Context: an optimization exercise on an open-source flow, tuned for small area, a short achievable clock period and few clock cycles per item. The choices shown serve that exercise and are no tape-out recipe. Only simulation tests tie the RTL to the original design; equivalence was not proved. Power and IR drop assume default switching activity.

==> run K <==
// matvec_engine
module matvec_engine #(
  parameter int N          = 8,
  parameter int DATA_WIDTH = 8,
  parameter int ACC_WIDTH  = 2*DATA_WIDTH+$clog2(N),
  parameter int ADDR_WIDTH = 32
) (
  input  logic                      clk,
  input  logic                      rst_n,
  input  logic                      start,
  input  logic                      signed_mode,
  input  logic [ADDR_WIDTH-1:0]     base_addr,
  output logic [ADDR_WIDTH-1:0]     mm_address,
  output logic                      mm_read,
  input  logic [N*DATA_WIDTH-1:0]   mm_readdata,
  input  logic                      mm_readdatavalid,
  input  logic                      mm_waitrequest,
  output logic [N*ACC_WIDTH-1:0]    c_out,
  output logic                      busy,
  output logic                      done,
  output logic [1:0]                current_state
);
export LEC_CHECK = 0
export CAP_MARGIN = 20
export CELL_PAD_IN_SITES_DETAIL_PLACEMENT = 1
export CELL_PAD_IN_SITES_GLOBAL_PLACEMENT = 1
export CORE_MARGIN = 2
export CORE_UTILIZATION = 40
export CTS_CLUSTER_DIAMETER = 100
export CTS_CLUSTER_SIZE = 30
export PLACE_DENSITY = 0.5
export SLEW_MARGIN = 20
create_clock -name core_clock -period 10.0 [get_ports {clk}]
standard.sh (not shown) runs the stock make flow with config.mk's settings and CLKGATE_MAP_FILE= SYNTH_SCRIPT=/design/flow/synth_recipe.tcl, a recipe that flattens the netlist after the stock synthesis.
==> flow/flow/run.sh <==
#!/bin/bash
set -uo pipefail
cd "$(dirname "$0")/.."
RES=orfs/results/${FLOW_PLATFORM:-sky130hd}/matvec_engine/base
MARGIN=7.0
bash standard.sh synth > flow_synth.log 2>&1 || exit 1
python3 flow/fapol.py $RES/1_2_yosys.v $RES/1_2_yosys.fapol.v > flow_fapol.log 2>&1 || exit 1
mv $RES/1_2_yosys.fapol.v $RES/1_2_yosys.v
rm -f $RES/1_synth.odb $RES/1_synth.sdc
bash standard.sh SETUP_SLACK_MARGIN=$MARGIN \
  "BUFFER_PORTS_ARGS=-buffer_cell sky130_fd_sc_hd__buf_1" \
  finish > flow_layout.log 2>&1
Other scripts of this flow, unchanged in this note and not shown: flow/flow/fapol.py
==> run C: changes against run K <==
--- a/flow/flow/run.sh
+++ b/flow/flow/run.sh
@@ -2,7 +2,7 @@
 set -uo pipefail
 cd "$(dirname "$0")/.."
 RES=orfs/results/${FLOW_PLATFORM:-sky130hd}/matvec_engine/base
-MARGIN=7.0
+MARGIN=6.8
 bash standard.sh synth > flow_synth.log 2>&1 || exit 1
 python3 flow/fapol.py $RES/1_2_yosys.v $RES/1_2_yosys.fapol.v > flow_fapol.log 2>&1 || exit 1
 mv $RES/1_2_yosys.fapol.v $RES/1_2_yosys.v
- CORE_UTILIZATION: 40 -> 50
- CTS_CLUSTER_DIAMETER: 100 -> 80
- CTS_CLUSTER_SIZE: 30 -> 24
- PLACE_DENSITY: 0.5 -> 0.6
==> comparison <==
Run C completed with no timing, DRC or antenna violations. Run K completed without violations. Combinational power: run C is smaller than run K (about 6%). Flip-flop and latch count is the same in run C and run K. Against run K, the clock power of run C is lower by about 5%. Against run K, the first-iteration DRC count of run C is larger by about 13%. Synthesized area is the same in run K and run C. Against run K, the global-route usage of run C is higher by 4.9 points. Of run C and run K, run K has the higher clock skew (gap 0.0041 ns).
==> figures <==
metric	run C	run K
Run status	complete, no violations	complete, no violations
Area of the core region	0.0641 mm²	0.0803 mm²
Proportion of cell area spent on the clock network	0.0350	0.0361
Pre-Repair DR Iteration Count	15	14
DP Worst Slack	6.01 ns	5.64 ns
Placement row count	93	104
Clock edge transition at the registers on the reported setup and hold paths	0.09 ns	0.11 ns
Largest clock skew in the final design	0.0302 ns	0.0344 ns
Worst setup path endpoint	mm_address[19]	mm_address[2]
Global routing met1 resource utilization	0.375	0.310
CP Max Fanout	4	2
Part of the cycle the worst path needs	0.326	0.325
Area occupied by registers	0.0161 mm²	0.0161 mm²
Power of the clock network	1.75 mW	1.85 mW
Post-route worst hold slack	0.337 ns	0.341 ns
Area of the multi-input gates	0.0145 mm²	0.0147 mm²
Testbench counts of run K, summed over its fixed seeds: cycles 3,840, runs 256.
Testbench counts of run C, summed over its fixed seeds: cycles 3,840, runs 256.

========
==> tundra: inputs <==
matvec_engine, a different RTL version from the one above (not shown whole).
Settings: LEC_CHECK=0, CAP_MARGIN=10, CELL_PAD_IN_SITES_DETAIL_PLACEMENT=1, CELL_PAD_IN_SITES_GLOBAL_PLACEMENT=1, CORE_MARGIN=2, CORE_UTILIZATION=50, CTS_CLUSTER_DIAMETER=80, CTS_CLUSTER_SIZE=24, PLACE_DENSITY=0.6, SLEW_MARGIN=10; clock period 10.0 ns.
==> flow/flow/run.sh <==
#!/bin/bash
set -uo pipefail
cd "$(dirname "$0")/.."
RES=orfs/results/${FLOW_PLATFORM:-sky130hd}/matvec_engine/base
MARGIN=6.75
bash standard.sh synth > flow_synth.log 2>&1 || exit 1
python3 flow/fapol.py $RES/1_2_yosys.v $RES/1_2_yosys.fapol.v > flow_fapol.log 2>&1 || exit 1
mv $RES/1_2_yosys.fapol.v $RES/1_2_yosys.v
rm -f $RES/1_synth.odb $RES/1_synth.sdc
bash standard.sh SETUP_SLACK_MARGIN=$MARGIN \
  "BUFFER_PORTS_ARGS=-buffer_cell sky130_fd_sc_hd__buf_1" \
  finish > flow_layout.log 2>&1
Other scripts of this flow, unchanged in this note and not shown: flow/flow/fapol.py
==> willow (differences from tundra) <==
--- a/flow/flow/run.sh
+++ b/flow/flow/run.sh
@@ -2,7 +2,7 @@
 set -uo pipefail
 cd "$(dirname "$0")/.."
 RES=orfs/results/${FLOW_PLATFORM:-sky130hd}/matvec_engine/base
-MARGIN=6.75
+MARGIN=6.7
 bash standard.sh synth > flow_synth.log 2>&1 || exit 1
 python3 flow/fapol.py $RES/1_2_yosys.v $RES/1_2_yosys.fapol.v > flow_fapol.log 2>&1 || exit 1
 mv $RES/1_2_yosys.fapol.v $RES/1_2_yosys.v
- CAP_MARGIN: 10 -> 20
- SLEW_MARGIN: 10 -> 20
==> results.txt <==
tundra finished with timing, DRC and antenna clean. willow produced a clean layout.
In willow the core utilization is lower than in tundra, by 0.17 points.
Of willow and tundra, willow has the higher count of clock-buffer cells in the layout (gap 2).
Sequential power is about the same in tundra and willow.
Of tundra and willow, tundra has the higher combinational power (gap about 2%, measured against willow).
In willow the clock power is larger than in tundra, by about 3%.
Cell count is about the same in tundra and willow.
Against willow, the via count of tundra is higher by 0.43%.
Between willow and tundra, the lower non-clock buffer count is in willow (gap 6).
Synthesized area is the same in tundra and willow.
Of tundra and willow, tundra has the higher clock skew (gap 0.0024 ns).
Global-route usage: tundra is higher than willow (0.79 points).
==> figures <==
| metric | tundra | willow |
|---|---|---|
| Outcome | no timing/DRC/antenna violations | no timing/DRC/antenna violations |
| Overall power consumption | 0.01091 W | 0.01083 W |
| Part of the cycle the worst path needs | 0.3305 | 0.3346 |
| Classification of the worst setup path | in2reg | reg2reg |
| Data arrival at the endpoint of the critical path | 3.77 ns | 3.81 ns |
| Buffers excl. clock | 326 | 320 |
| Share of cell area taken by multi-input logic gates | 0.4498 | 0.4493 |
| Wire length on met1 | 36190 um | 34920 um |
| Fin nets | 2941 | 2935 |
| Fillers | 5867 | 5907 |
| Highest Signal Layer | met4 | met5 |
| Maximum ir drop on the vdd rail | 0.0001858 V | 0.0002488 V |
| Worst r2r dst | q1_972$_DFF_P_ | q1_882$_DFF_P_ |
| DR pass1 iterations | 15 | 12 |
| Endpoint of the worst hold path | q2_1178$_DFF_P_ | q2_1183$_DFF_P_ |
| Latest clock arrival within the worst-skew pair | 0.60 ns | 0.59 ns |
| Final worst slack | 6.695 ns | 6.654 ns |
| Min Hold Slack | 0.3362 ns | 0.3452 ns |
| Post-CTS setup buffers | 22 | 11 |
| Post-Route Utilization | 0.5542 | 0.5525 |
| Met2 usage in global routing | 0.5342 | 0.5250 |
| Reg2reg setup slack | 6.71 ns | 6.65 ns |
| Gate power share | 0.489 | 0.484 |
Testbench counts of tundra, summed over its fixed seeds: cycles 3,840, runs 256.
Testbench counts of willow, summed over its fixed seeds: cycles 3,840, runs 256.

========
==> 11-04 <==
matvec_engine, a different RTL version from the one above (not shown whole).
clock: 10.0 ns
lec_check: 0
cap_margin: 20
cell_pad_in_sites_detail_placement: 1
cell_pad_in_sites_global_placement: 1
core_margin: 2
core_utilization: 50
cts_cluster_diameter: 80
cts_cluster_size: 24
place_density: 0.6
slew_margin: 20
==> flow/flow/run.sh <==
#!/bin/bash
set -uo pipefail
cd "$(dirname "$0")/.."
RES=orfs/results/${FLOW_PLATFORM:-sky130hd}/matvec_engine/base
MARGIN=6.8
bash standard.sh synth > flow_synth.log 2>&1 || exit 1
python3 flow/fapol.py $RES/1_2_yosys.v $RES/1_2_yosys.fapol.v > flow_fapol.log 2>&1 || exit 1
mv $RES/1_2_yosys.fapol.v $RES/1_2_yosys.v
rm -f $RES/1_synth.odb $RES/1_synth.sdc
bash standard.sh SETUP_SLACK_MARGIN=$MARGIN \
  "BUFFER_PORTS_ARGS=-buffer_cell sky130_fd_sc_hd__buf_1" \
  finish > flow_layout.log 2>&1
Other scripts of this flow, unchanged in this note and not shown: flow/flow/fapol.py
==> 09-12: changes against 11-04 <==
--- a/flow/flow/run.sh
+++ b/flow/flow/run.sh
@@ -3,5 +3,5 @@
 cd "$(dirname "$0")/.."
 RES=orfs/results/${FLOW_PLATFORM:-sky130hd}/matvec_engine/base
-MARGIN=6.8
+MARGIN=6.7
 bash standard.sh synth > flow_synth.log 2>&1 || exit 1
 python3 flow/fapol.py $RES/1_2_yosys.v $RES/1_2_yosys.fapol.v > flow_fapol.log 2>&1 || exit 1
==> results.txt <==
In area after synthesis, 11-04 and 09-12 do not differ.
Between 11-04 and 09-12, the lower core utilization is in 09-12 (gap 1.3 points).
Against 09-12, the clock-buffer cell count of 11-04 is higher by 1.
Setup slack: 09-12 is lower than 11-04 (0.046 ns).
Die area is the same in 09-12 and 11-04.
Of 11-04 and 09-12, 09-12 has the higher clock skew (gap 0.0055 ns).
09-12 passed the timing, design-rule and antenna checks. 11-04 finished clean.
Register-to-register slack: 09-12 is worse than 11-04 (0.05 ns).
In 11-04 the via count is higher than in 09-12, by 1.7%.
Critical path depth is the same in 11-04 and 09-12.
==> figures <==
	11-04	09-12
Result of the run	finished clean	finished clean
Routed length on met3	9.94 mm	9.36 mm
Detailed-placement wirelength estimate	77.9 mm	77.0 mm
Seq group	4030 uW	4080 uW
Launch instance of the worst register-to-register path	r_b[40]$_DFFE_PP_	r_b[33]$_DFFE_PP_
Final Core Density	56.3%	54.9%
Power Internal	6540 uW	6380 uW
Fin cells	3,352	3,263
Placed inst area	0.0318 mm2	0.0318 mm2
Sequential fraction of total cell area	42.4%	43.4%
Clock network fraction of total power	13.9%	14.3%
Timing-limited maximum frequency	0.306 GHz	0.302 GHz
Via count of the routed design	21,500	21,100
Clock tree cell share of total cell area	3.36%	3.54%
Final hold slack	0.335 ns	0.337 ns
Post-route standard cell area excluding fillers	0.0340 mm2	0.0332 mm2
Number of global-route vias before repair	22,300	22,300
Rel. slew slack	27.6%	32.4%
Transition time at the pin with the least slew margin	1.09 ns	1.01 ns
Testbench counts of 11-04, summed over its fixed seeds: cycles 3,840, runs 256.
Testbench counts of 09-12, summed over its fixed seeds: cycles 3,840, runs 256.

[re-timing with driven ports]
How much do the figures lean on ideal ports? The routed layouts below were timed once more, with nothing changed but the port constraints.
Step 1 sets driving cells, clkbuf_16 on the clock port and buf_2 on the other inputs (assumed; they add their load-dependent delay and slew).
Step 2, shift: input delay + t, output delay - t, t = (earliest + latest rising clock arrival at the registers) / 2. This alone moves slack from input paths to output paths.
Three values: ideal ports, drivers, drivers and shift; two values: the first two.
run	t, ns	setup slack, ns	hold WS [ns]	slew at the worst register clock pin (ns)
run K	0.668	6.747 / 6.676 / 6.319	0.341 / 0.341 / 0.341	0.12 / 0.12
run C	0.654	6.736 / 6.669 / 6.273	0.337 / 0.337 / 0.337	0.10 / 0.10
tundra	0.651	6.695 / 6.704 / 6.073	0.336 / 0.336 / 0.336	0.10 / 0.10
willow	0.647	6.654 / 6.654 / 6.056	0.345 / 0.345 / 0.345	0.10 / 0.10
11-04	0.647	6.732 / 6.706 / 6.292	0.335 / 0.335 / 0.335	0.10 / 0.10
09-12	0.646	6.687 / 6.652 / 6.196	0.337 / 0.337 / 0.337	0.10 / 0.10
After both steps every run listed still meets setup and hold. The setup slack of tundra, which loses most, moves by +0.009 ns with the drivers and by -0.622 ns with both steps.
